What follows belongs to an exercise in optimizing a design on an open flow for small area, a short achievable clock period and few clock cycles per item; a production flow would make more cautious choices.
In this exercise RTL edits were held to simulation tests only and were not proved equivalent to the original.

== the previous run ==
==> flow/design.v (excerpt) <==
module variable_adjust_chain_alu
(
    input  logic                clk,
    input  logic                rst_n,
    input  logic                in_valid,
    output logic                in_ready,
    input  logic [173:0]        in_data_bits,
    output logic                out_valid,
    input  logic                out_ready,
    output logic [32:0]         out_data_bits
);
Size: about 200 flip-flops, ~210 I/O pins, roughly 0.022 mm^2 of cells after synthesis.
Settings: LEC_CHECK=0, ABC_AREA=1, CAP_MARGIN=20, CORE_MARGIN=2, CORE_UTILIZATION=40, PLACE_DENSITY=0.6, SETUP_SLACK_MARGIN=2.5, SLEW_MARGIN=20; clock period 7.0 ns.
run.sh (not shown) runs the stock make flow with config.mk's settings and CLKGATE_MAP_FILE= SYNTH_SCRIPT=/design/flow/synth_recipe.tcl, a recipe that flattens the netlist after the stock synthesis.
Testbench counts of the previous run, summed over its fixed seeds: cycles 24,882, items 3,200.
Modified inputs, the current run compared to the previous run
diff --git a/flow/design.v b/flow/design.v
--- a/flow/design.v
+++ b/flow/design.v
@@ -52,13 +52,13 @@
     logic [31:0] out_r_reg;
     logic        out_dz_reg;
     logic [31:0] x_reg, r_reg, d_reg;
     logic [3:0]  op_reg;
     logic [4:0]  cnt_reg;
     logic        neg_reg, wrem_reg, phase_reg, mul_reg, dz_reg, sd_reg, sgn_reg;
-    logic        byte_q, word_q, kdiv_q, kmod_q;
+    logic        byte_q, word_q, kdiv_q, kmod_q, dzin_q;
     logic        div_q, sgn_q, rem_q, mul_q, max_q, csgn_q, sub_q;
     assign out_valid     = outv_reg;
     assign out_data_bits = {out_r_reg, out_dz_reg};
     logic s_idle, s_add, s_align, s_iter, s_fix, s_alu, s_shl;
     assign s_add   = state_reg[S_ADD];
     assign s_align = state_reg[S_ALIGN];
@@ -137,12 +137,20 @@
     end
     assign is_final = (s_alu && op_simple) || (s_fix && phase_reg);
     assign out_free = !outv_reg || out_ready;
     assign in_ready = s_idle || (is_final && !outv_reg);
     assign accept   = in_valid && in_ready;
     assign done     = is_final && out_free;
+    logic [31:0] f_dext;
+    always_comb
+    begin
+        if (f_kind == ADJ_DIV)
+            f_dext = sext_size(f_divmod, f_size == SZ_BYTE, f_size == SZ_WORD);
+        else
+            f_dext = f_divmod & {{16{f_size[1]}}, {8{f_size != SZ_BYTE}}, 8'hFF};
+    end
     function logic [31:0] rev32(input logic [31:0] v);
         logic [31:0] r;
         for (int i = 0; i < 32; i++)
             r[i] = v[31 - i];
         rev32 = r;
     endfunction
@@ -222,21 +230,22 @@
             ng_in = x_reg;
             ng_s  = nx_s;
         end
         ng_out = cneg(ng_in, ng_s);
     end
     logic [5:0]  lz_p, lz_n, lz_d, lz_x, k_full;
-    logic        no_iter, d_zero, d_one, nx_neg;
+    logic        no_iter, d_zero, d_one, nx_neg, k_zero;
     always_comb
     begin
         lz_p    = lzc(x_reg);
         lz_n    = lzc(~x_reg);
         lz_d    = lzc(d_reg);
         lz_x    = nx_s ? (lz_n - 6'd1) : lz_p;
         no_iter = (lz_x > lz_d);
         k_full  = lz_d - lz_x;
+        k_zero  = (lz_d == lz_x);
         d_zero  = (d_reg == 32'd0);
         d_one   = (d_reg == 32'd1);
         nx_neg  = wrem_reg ? nx_s : (nx_s ^ sd_reg);
     end
     logic [31:0] m_add;
     logic [32:0] m_sum;
@@ -259,21 +268,22 @@
         begin
             state_next[S_ADD] = take && (f_kind != ADJ_NONE);
             state_next[S_ALU] = take && (f_kind == ADJ_NONE);
         end
         else if (s_add)
         begin
-            state_next[S_ALIGN] = kdiv_q || kmod_q;
-            state_next[S_ALU]   = !(kdiv_q || kmod_q);
+            state_next[S_ALIGN] = (kdiv_q || kmod_q) && !dzin_q;
+            state_next[S_ALU]   = !(kdiv_q || kmod_q) || dzin_q;
         end
         else if (s_align)
         begin
             state_next[S_FIX]  = d_zero || ((no_iter || d_one) && phase_reg)
                                  || (d_one && !phase_reg && !wrem_reg && nx_neg);
             state_next[S_ALU]  = !d_zero && !phase_reg && ((no_iter && !d_one) || (d_one && (wrem_reg || !nx_neg)));
-            state_next[S_SHL]  = !d_zero && !no_iter && !d_one;
+            state_next[S_SHL]  = !d_zero && !no_iter && !d_one && !k_zero;
+            state_next[S_ITER] = !d_zero && !no_iter && !d_one && k_zero;
         end
         else if (s_shl)
         begin
             state_next[S_ITER] = 1'b1;
         end
         else if (s_iter)
@@ -335,12 +345,13 @@
     begin
         if (in_ready)
         begin
             x_reg    <= in_shifted & f_mask;
             r_reg    <= sext_size(f_add, f_size == SZ_BYTE, f_size == SZ_WORD);
             d_reg    <= f_divmod;
+            dzin_q   <= (f_dext == 32'd0);
             op_reg   <= f_op;
             byte_q   <= (f_size == SZ_BYTE);
             word_q   <= (f_size == SZ_WORD);
             kdiv_q   <= (f_kind == ADJ_DIV);
             kmod_q   <= (f_kind == ADJ_MOD);
             div_q    <= (f_op == OP_SDIV) || (f_op == OP_SMOD) || (f_op == OP_UDIV) || (f_op == OP_UMOD);
@@ -355,12 +366,17 @@
         end
         else
         begin
             if (s_add)
             begin
                 x_reg     <= m_sum[31:0];
+                if ((kdiv_q || kmod_q) && dzin_q)
+                begin
+                    x_reg  <= 32'd0;
+                    dz_reg <= 1'b1;
+                end
                 d_reg     <= ng_out;
                 sd_reg    <= nd_s;
                 sgn_reg   <= kdiv_q || narrow;
                 wrem_reg  <= kmod_q;
                 phase_reg <= 1'b0;
                 mul_reg   <= 1'b0;
### Flow results
- Via count on the current run is behind the previous run.
- Changes observed in the current run relative to the previous run: total wire length after detailed routing down 820 um; share of cell area taken by multi-input logic gates lost 0.57 points; pin count of the biggest net entering global routing up 1.
- Run comparison: the current run critical path startpoint x_reg[6]$_DFF_P_; the previous run critical path startpoint word_q$_DFFE_PN_
Testbench counts of the current run, summed over its fixed seeds: cycles 24,282, items 3,200.

==> re-timing with driven ports <==
How much do the figures lean on ideal ports? The routed layouts below were timed once more, with nothing changed but the port constraints. Step 1: set_driving_cell puts a clkbuf_16 on clk and a buf_2 on each other input, an assumption about the parent block. Step 2 adds t to the input delays and takes it off the output delays; t is the mean of the earliest and latest rising clock arrival at the registers after step 1. Input paths then give back, and output paths get back, about the clock's delay inside the block. Three values: no drivers, after step 1, after step 2; two values: the first two.
| run | t (ns) | setup slack, ns | hold WS [ns] |
|---|---|---|---|
| the previous run | 0.591 | 2.582 / 2.582 / 2.148 | 0.441 / 0.441 / 0.441 |
| the current run | 0.570 | 2.420 / 2.420 / 2.223 | 0.511 / 0.511 / 0.511 |
After both steps setup and hold are still met in every run listed. The setup slack of the previous run, which loses most, moves by 0.000 ns with the drivers and by -0.434 ns with both steps.
